Source: an optimization exercise on an open RTL-to-GDS flow (aim: small area). Production flows keep margins and buffers that such runs may drop.
The RTL was checked by simulation tests, not by an equivalence proof against the original design.
Power and IR drop assume default switching activity.

## before
==> flow/design.v <==
`default_nettype none
`default_nettype wire
`default_nettype none
module rv_core (
  input  logic        i_clk,
  input  logic        i_rst,
  input  logic        i_valid_i,
  input  logic        i_valid_d,
  input  logic [31:0] i_data_in_i,
  input  logic [31:0] i_data_in_d,
  output logic [31:0] o_addr_i,
  output logic [31:0] o_addr_d,
  output logic [3:0]  o_we_d,
  output logic        o_rd_d,
  output logic [31:0] o_data_out_d
);
  localparam logic [2:0] S_CLR   = 3'd0;   
  localparam logic [2:0] S_FETCH = 3'd1;   
  localparam logic [2:0] S_EX1   = 3'd2;   
  localparam logic [2:0] S_EX2   = 3'd3;   
  localparam logic [2:0] S_MEMW  = 3'd4;   
  localparam logic [2:0] S_GO1   = 3'd5;   
  localparam logic [2:0] S_GO2   = 3'd6;   
  logic [2:0]  st;
  logic [4:0]  ph;
  logic [31:2] ir;
  logic [31:0] pc_q;
  logic [31:0] a_q;
  logic [31:0] d_q;
  logic [4:0]  sh;
  logic        c1;
  logic        c2;
  logic        eqf;
  logic        ltf;
  logic        last;
  logic        ex1;
  logic        ex2;
  logic        memw;
  logic        in_pass;
  logic        end_pass;
  logic [2:0] f3;
  logic       is_br;
  logic       is_jal;
  logic       is_jalr;
  logic       is_jump;
  logic       is_alu;
  logic       is_op;
  logic       is_u;
  logic       is_lui;
  logic       is_auipc;
  logic       is_load;
  logic       is_store;
  logic       alu_sh;
  logic       alu_slt;
  logic       alu_sll;
  logic       alu_sra;
  logic       alu_log;
  logic       two_pass;
  logic       final_pass;
  assign f3       = ir[14:12];
  assign is_br    = ir[6] & ~ir[2];
  assign is_jal   = ir[6] & ir[3];
  assign is_jalr  = ir[6] & ir[2] & ~ir[3];
  assign is_jump  = ir[6] & ir[2];
  assign is_alu   = ~ir[6] & ir[4] & ~ir[2];
  assign is_op    = is_alu & ir[5];
  assign is_u     = ~ir[6] & ir[2];
  assign is_lui   = is_u & ir[5];
  assign is_auipc = is_u & ~ir[5];
  assign is_load  = ~ir[6] & ~ir[4] & ~ir[5];
  assign is_store = ~ir[6] & ~ir[4] & ir[5];
  assign alu_sh   = is_alu & (f3[1:0] == 2'b01);
  assign alu_slt  = is_alu & (f3[2:1] == 2'b01);
  assign alu_sll  = alu_sh & ~f3[2];
  assign alu_sra  = alu_sh & f3[2] & ir[30];
  assign alu_log  = is_alu & f3[2] & (f3[1:0] != 2'b01);
  assign two_pass   = is_br | is_load | is_store | alu_sh | alu_slt;
  assign ex1        = (st == S_EX1);
  assign ex2        = (st == S_EX2);
  assign memw       = (st == S_MEMW);
  assign end_pass   = (ph == 5'd31);
  assign final_pass = (ex1 & ~two_pass) | ex2;
  assign in_pass    = ex1 | ex2 | (st == S_CLR);
  logic [4:0]  lo;
  logic        bj;
  logic [31:0] imm;
  logic        immb;
  assign lo = (ir[5] & ~ir[4] & ~ir[2]) ? ir[11:7] : ir[24:20];
  assign bj = is_br | is_jal;
  assign imm[0]     = ~(is_u | bj) & lo[0];
  assign imm[4:1]   = is_u ? 4'd0 : lo[4:1];
  assign imm[10:5]  = is_u ? 6'd0 : ir[30:25];
  assign imm[11]    = ~is_u & (bj ? lo[0] : ir[31]);
  assign imm[19:12] = (is_u | is_jal) ? ir[19:12] : {8{ir[31]}};
  assign imm[31:20] = is_u ? ir[31:20] : {12{ir[31]}};
  assign immb       = imm[ph];
  logic [31:0] rf_out;
  logic        wen;
  logic        wbit;
  logic        rs1b;
  logic        rs2b;
  assign rf_out[0] = 1'b0;
  logic [3:0] wlo;
  logic [7:0] whi;
  always_comb begin
    for (int i = 0; i < 4; i++) wlo[i] = wen & (ir[8:7] == i[1:0]);
    for (int i = 0; i < 8; i++) whi[i] = (ir[11:9] == i[2:0]);
  end
  genvar r;
  generate
    for (r = 1; r < 32; r++) begin : g_rf
      logic [31:0] q;
      always_ff @(posedge i_clk) begin
        q <= {(wlo[r % 4] & whi[r / 4]) ? wbit : q[0], q[31:1]};
      end
      assign rf_out[r] = q[0];
    end
  endgenerate
  assign rs1b = rf_out[ir[19:15]];
  assign rs2b = rf_out[ir[24:20]];
  logic pcb;
  logic four;
  logic opb;
  logic inv;
  logic x1;
  logic y1;
  logic cin1;
  logic sum1;
  logic cout1;
  logic x2;
  logic y2;
  logic cin2;
  logic sum2;
  logic taken;
  logic lt;
  logic newpc;
  logic pc_in;
  logic a_in;
  logic d_in;
  logic [4:0] tap;
  logic dtap;
  logic ld_in;
  assign pcb  = pc_q[0];
  assign four = (ph == 5'd2);
  assign opb  = (is_op | is_br) ? rs2b : immb;
  assign inv  = (is_op & (f3 == 3'd0) & ir[30]) | alu_slt | is_br | alu_sll;
  assign x1    = (is_jump | is_auipc) ? pcb : (is_lui | alu_sh) ? 1'b0 : rs1b;
  assign y1    = is_jump ? four : (opb ^ inv);
  assign cin1  = alu_log ? (f3[1] & ~f3[0]) : (ph == 5'd0) ? inv : c1;
  assign sum1  = x1 ^ y1 ^ cin1;
  assign cout1 = (x1 & y1) | (x1 & cin1) | (y1 & cin1);
  assign lt = (x1 ^ opb) ? ((is_br ? f3[1] : f3[0]) ? opb : x1) : ~cout1;
  assign taken = (f3[2] ? ltf : eqf) ^ f3[0];
  assign x2    = is_jalr ? rs1b : pcb;
  assign y2    = (is_jump | (is_br & taken)) ? immb : four;
  assign cin2  = (ph == 5'd0) ? 1'b0 : c2;
  assign sum2  = x2 ^ y2 ^ cin2;
  assign newpc = (ph[4:1] != 4'd0) & sum2;
  assign pc_in = (st == S_CLR) ? 1'b0 : final_pass ? newpc : pcb;
  assign a_in  = (st == S_CLR) ? 1'b0 : final_pass ? newpc : sum1;
  assign tap  = is_load ? {sh[1:0], 3'b000} : sh;
  assign dtap = d_q[tap];
  assign ld_in = f3[1] | (~ph[4] & (f3[0] | ~ph[3]));
  always_comb begin
    if (ex1 & is_store) begin
      if (f3[1]) d_in = rs2b;
      else if (f3[0]) d_in = ph[4] ? d_q[16] : rs2b;
      else d_in = (ph[4] | ph[3]) ? d_q[24] : rs2b;
    end else if (ex1 & is_load) begin
      d_in = 1'b0;
    end else if (ex1 & alu_sh) begin
      d_in = ~alu_sll & rs1b;
    end else if (ex2 & alu_sh) begin
      d_in = alu_sll ? rs1b : (alu_sra & d_q[31]);
    end else begin
      d_in = d_q[0];
    end
  end
  always_comb begin
    wen  = 1'b0;
    wbit = sum1;
    if (ex1) begin
      wen  = ~two_pass;
      wbit = (alu_log & f3[1]) ? cout1 : sum1;
    end else if (ex2) begin
      wen = ~is_br & ~is_store;
      if (is_load) wbit = ld_in ? dtap : (~f3[2] & last);
      else if (alu_slt) wbit = (ph == 5'd0) & ltf;
      else wbit = (alu_sll & (sh == 5'd0)) ? rs1b : dtap;
    end
  end
  logic en;
  logic fetch;
  logic mem_rd;
  logic mem_st;
  logic cap;
  logic d_frz;
  logic d_sfe;
  logic [4:0] ph_nx;
  logic [2:0] st_nx;
  assign en     = i_valid_i & i_valid_d;
  assign ph_nx  = ph + 5'd1;
  assign fetch  = i_valid_i & ((end_pass & (final_pass | (st == S_CLR))) | (st == S_FETCH));
  assign mem_rd = is_load & ((ex1 & end_pass) | memw);
  assign mem_st = is_store & ((ex1 & end_pass) | memw);
  assign cap    = mem_rd & i_valid_d;
  assign d_frz  = memw | (st == S_GO2);
  assign d_sfe  = ex1 & end_pass & is_store;
  always_comb begin
    st_nx = st;
    case (st)
      S_CLR, S_FETCH, S_EX2: begin
        if (fetch) st_nx = end_pass ? S_EX1 : S_GO1;
        else if (end_pass) st_nx = S_FETCH;
      end
      S_EX1: begin
        if (end_pass) begin
          if (~two_pass) st_nx = fetch ? S_EX1 : S_FETCH;
          else if (is_load) st_nx = i_valid_d ? S_EX2 : S_MEMW;
          else if (is_store) st_nx = en ? S_EX2 : S_MEMW;
          else st_nx = S_EX2;
        end
      end
      S_MEMW: begin
        if (is_load ? i_valid_d : en) st_nx = end_pass ? S_EX2 : S_GO2;
      end
      S_GO1: if (end_pass) st_nx = S_EX1;
      default: if (end_pass) st_nx = S_EX2;
    endcase
  end
  always_ff @(posedge i_clk) begin
    if (i_rst) begin
      st <= S_CLR;
      ph <= 5'd0;
    end else begin
      ph <= ph_nx;
      st <= st_nx;
    end
  end
  always_ff @(posedge i_clk) begin
    if (fetch) ir <= i_data_in_i[31:2];
  end
  always_ff @(posedge i_clk) begin
    pc_q <= {pc_in, pc_q[31:1]};
    if (in_pass & ~end_pass) a_q[31:1] <= {a_in, a_q[31:2]};
    if (in_pass) a_q[0] <= end_pass ? a_in : a_q[1];
    if (~(d_frz | d_sfe) | cap) d_q[31:1] <= {d_in, d_q[31:2]} | ({31{cap}} & i_data_in_d[31:1]);
    if (~d_frz | cap) d_q[0] <= d_sfe ? d_in : d_q[1] | (cap & i_data_in_d[0]);
    c1   <= cout1;
    c2   <= (x2 & y2) | (x2 & cin2) | (y2 & cin2);
    last <= wbit;
    if (ex1 && (ph < 5'd5)) sh <= {sum1, sh[4:1]};
    if (ex1) eqf <= ((ph == 5'd0) | eqf) & ~(x1 ^ opb);
    if (ex1 && end_pass) ltf <= lt;
  end
  logic [31:0] addr;
  assign addr         = {(in_pass & end_pass) ? a_in : a_q[0], a_q[31:1]};
  assign o_addr_i     = addr;
  assign o_addr_d     = addr;
  assign o_data_out_d = {d_in, d_q[31:1]};
  assign o_rd_d       = mem_rd;
  always_comb begin
    o_we_d = 4'b0000;
    if (mem_st) begin
      if (f3[1]) o_we_d = 4'b1111;
      else if (f3[0]) o_we_d = a_q[2] ? 4'b1100 : 4'b0011;
      else o_we_d = 4'b0001 << a_q[2:1];
    end
  end
endmodule
`default_nettype wire
==> flow/config.mk <==
export PLATFORM = sky130hd
export DESIGN_NAME = rv_core
export DESIGN_NICKNAME = rv_core
export VERILOG_FILES = /design/flow/design.v
export SDC_FILE = /design/flow/constraint.sdc
export NUM_CORES = 4
export LEC_CHECK = 0
export CAP_MARGIN = 20
export CORE_MARGIN = 2
export CORE_UTILIZATION = 70
export PLACE_DENSITY = 0.85
export SLEW_MARGIN = 20
==> flow/constraint.sdc <==
create_clock -name core_clock -period 7.0 [get_ports {i_clk}]
set_input_delay 1.4000 -clock core_clock [delete_from_list [all_inputs] [get_ports {i_clk}]]
set_output_delay 1.4000 -clock core_clock [all_outputs]
set_load 0.01 [all_outputs]
standard.sh (not shown) runs the stock make flow with config.mk's settings and CLKGATE_MAP_FILE= SYNTH_SCRIPT=/design/flow/synth_recipe.tcl, a recipe that flattens the netlist after the stock synthesis.
==> flow/flow/run.sh <==
#!/bin/bash
# Standard ORFS layout, with small port buffers and a clock tree of small
# buffers without dummy loads. Each tool's output goes to a log file here.
set -euo pipefail
export BUFFER_PORTS_ARGS="-buffer_cell sky130_fd_sc_hd__buf_1"
export CTS_ARGS="-sink_clustering_enable -repair_clock_nets -dont_use_dummy_load -buf_list sky130_fd_sc_hd__clkbuf_8 -sink_clustering_size 19 -sink_clustering_max_diameter 100"
bash standard.sh synth > log_synth.txt 2>&1
bash standard.sh finish > log_finish.txt 2>&1
Edits applied to the flow inputs when going from before to after:
--- a/flow/design.v
+++ b/flow/design.v
@@ -157,9 +157,9 @@
   assign sum2  = x2 ^ y2 ^ cin2;
   assign newpc = (ph[4:1] != 4'd0) & sum2;
   assign pc_in = (st == S_CLR) ? 1'b0 : final_pass ? newpc : pcb;
   assign a_in  = (st == S_CLR) ? 1'b0 : final_pass ? newpc : sum1;
-  assign tap  = is_load ? {sh[1:0], 3'b000} : sh;
+  assign tap  = sh;
   assign dtap = d_q[tap];
   assign ld_in = f3[1] | (~ph[4] & (f3[0] | ~ph[3]));
   always_comb begin
     if (ex1 & is_store) begin
@@ -193,20 +193,18 @@
   logic fetch;
   logic mem_rd;
   logic mem_st;
   logic cap;
-  logic d_frz;
-  logic d_sfe;
+  logic st_frz;
   logic [4:0] ph_nx;
   logic [2:0] st_nx;
   assign en     = i_valid_i & i_valid_d;
   assign ph_nx  = ph + 5'd1;
   assign fetch  = i_valid_i & ((end_pass & (final_pass | (st == S_CLR))) | (st == S_FETCH));
   assign mem_rd = is_load & ((ex1 & end_pass) | memw);
   assign mem_st = is_store & ((ex1 & end_pass) | memw);
   assign cap    = mem_rd & i_valid_d;
-  assign d_frz  = memw | (st == S_GO2);
-  assign d_sfe  = ex1 & end_pass & is_store;
+  assign st_frz = is_store & ((ex1 & end_pass) | memw);
   always_comb begin
     st_nx = st;
     case (st)
       S_CLR, S_FETCH, S_EX2: begin
@@ -243,14 +241,15 @@
   always_ff @(posedge i_clk) begin
     pc_q <= {pc_in, pc_q[31:1]};
     if (in_pass & ~end_pass) a_q[31:1] <= {a_in, a_q[31:2]};
     if (in_pass) a_q[0] <= end_pass ? a_in : a_q[1];
-    if (~(d_frz | d_sfe) | cap) d_q[31:1] <= {d_in, d_q[31:2]} | ({31{cap}} & i_data_in_d[31:1]);
-    if (~d_frz | cap) d_q[0] <= d_sfe ? d_in : d_q[1] | (cap & i_data_in_d[0]);
+    if (~st_frz) d_q[31:1] <= {d_in, d_q[31:2]} | ({31{cap}} & i_data_in_d[31:1]);
+    if (~memw | ~is_store) d_q[0] <= st_frz ? d_in : d_q[1] | (cap & i_data_in_d[0]);
     c1   <= cout1;
     c2   <= (x2 & y2) | (x2 & cin2) | (y2 & cin2);
     last <= wbit;
-    if (ex1 && (ph < 5'd5)) sh <= {sum1, sh[4:1]};
+    if (cap) sh <= {sh[1:0] + ph_nx[4:3], ph_nx[2:0]};
+    else if (ex1 && (ph < 5'd5)) sh <= {sum1, sh[4:1]};
     if (ex1) eqf <= ((ph == 5'd0) | eqf) & ~(x1 ^ opb);
     if (ex1 && end_pass) ltf <= lt;
   end
   logic [31:0] addr;
[summary]
Every stage of the flow completed for after, and the final layout passed the timing, design-rule and antenna checks. Sort after and before by leakage power total, ascending, and after comes first. Per the comparison of after with before, die height did not really move, internal power contribution went up, clock skew did not really move. Between after and before, the difference in data-path buffer share of cell area in the final layout is negligible.

-- port drivers added, routing unchanged --
Ports are ideal in the flow. The routed layouts listed here were re-timed in OpenROAD. Step 1: set_driving_cell puts a clkbuf_16 on i_clk and a buf_2 on each other input, an assumption about the parent block. Step 2 also shifts input and output timing later by t, the mid clock arrival at the registers, as if the neighbouring blocks saw the same clock. Three values: ideal ports, drivers, drivers and shift; two values: the first two.
| run | shift t [ns] | setup slack, ns | hold WS [ns] | slew at the worst register clock pin (ns) | pins driven straight from the clock port |
|---|---|---|---|---|---|
| before | 0.665 | 0.621 / 0.572 / 1.238 | 0.296 / 0.296 / 0.296 | 0.12 / 0.12 | 1 |
| after | 0.689 | 0.397 / 0.347 / 1.036 | 0.292 / 0.292 / 0.292 | 0.12 / 0.12 | 1 |
After both steps setup and hold are still met in every run listed.
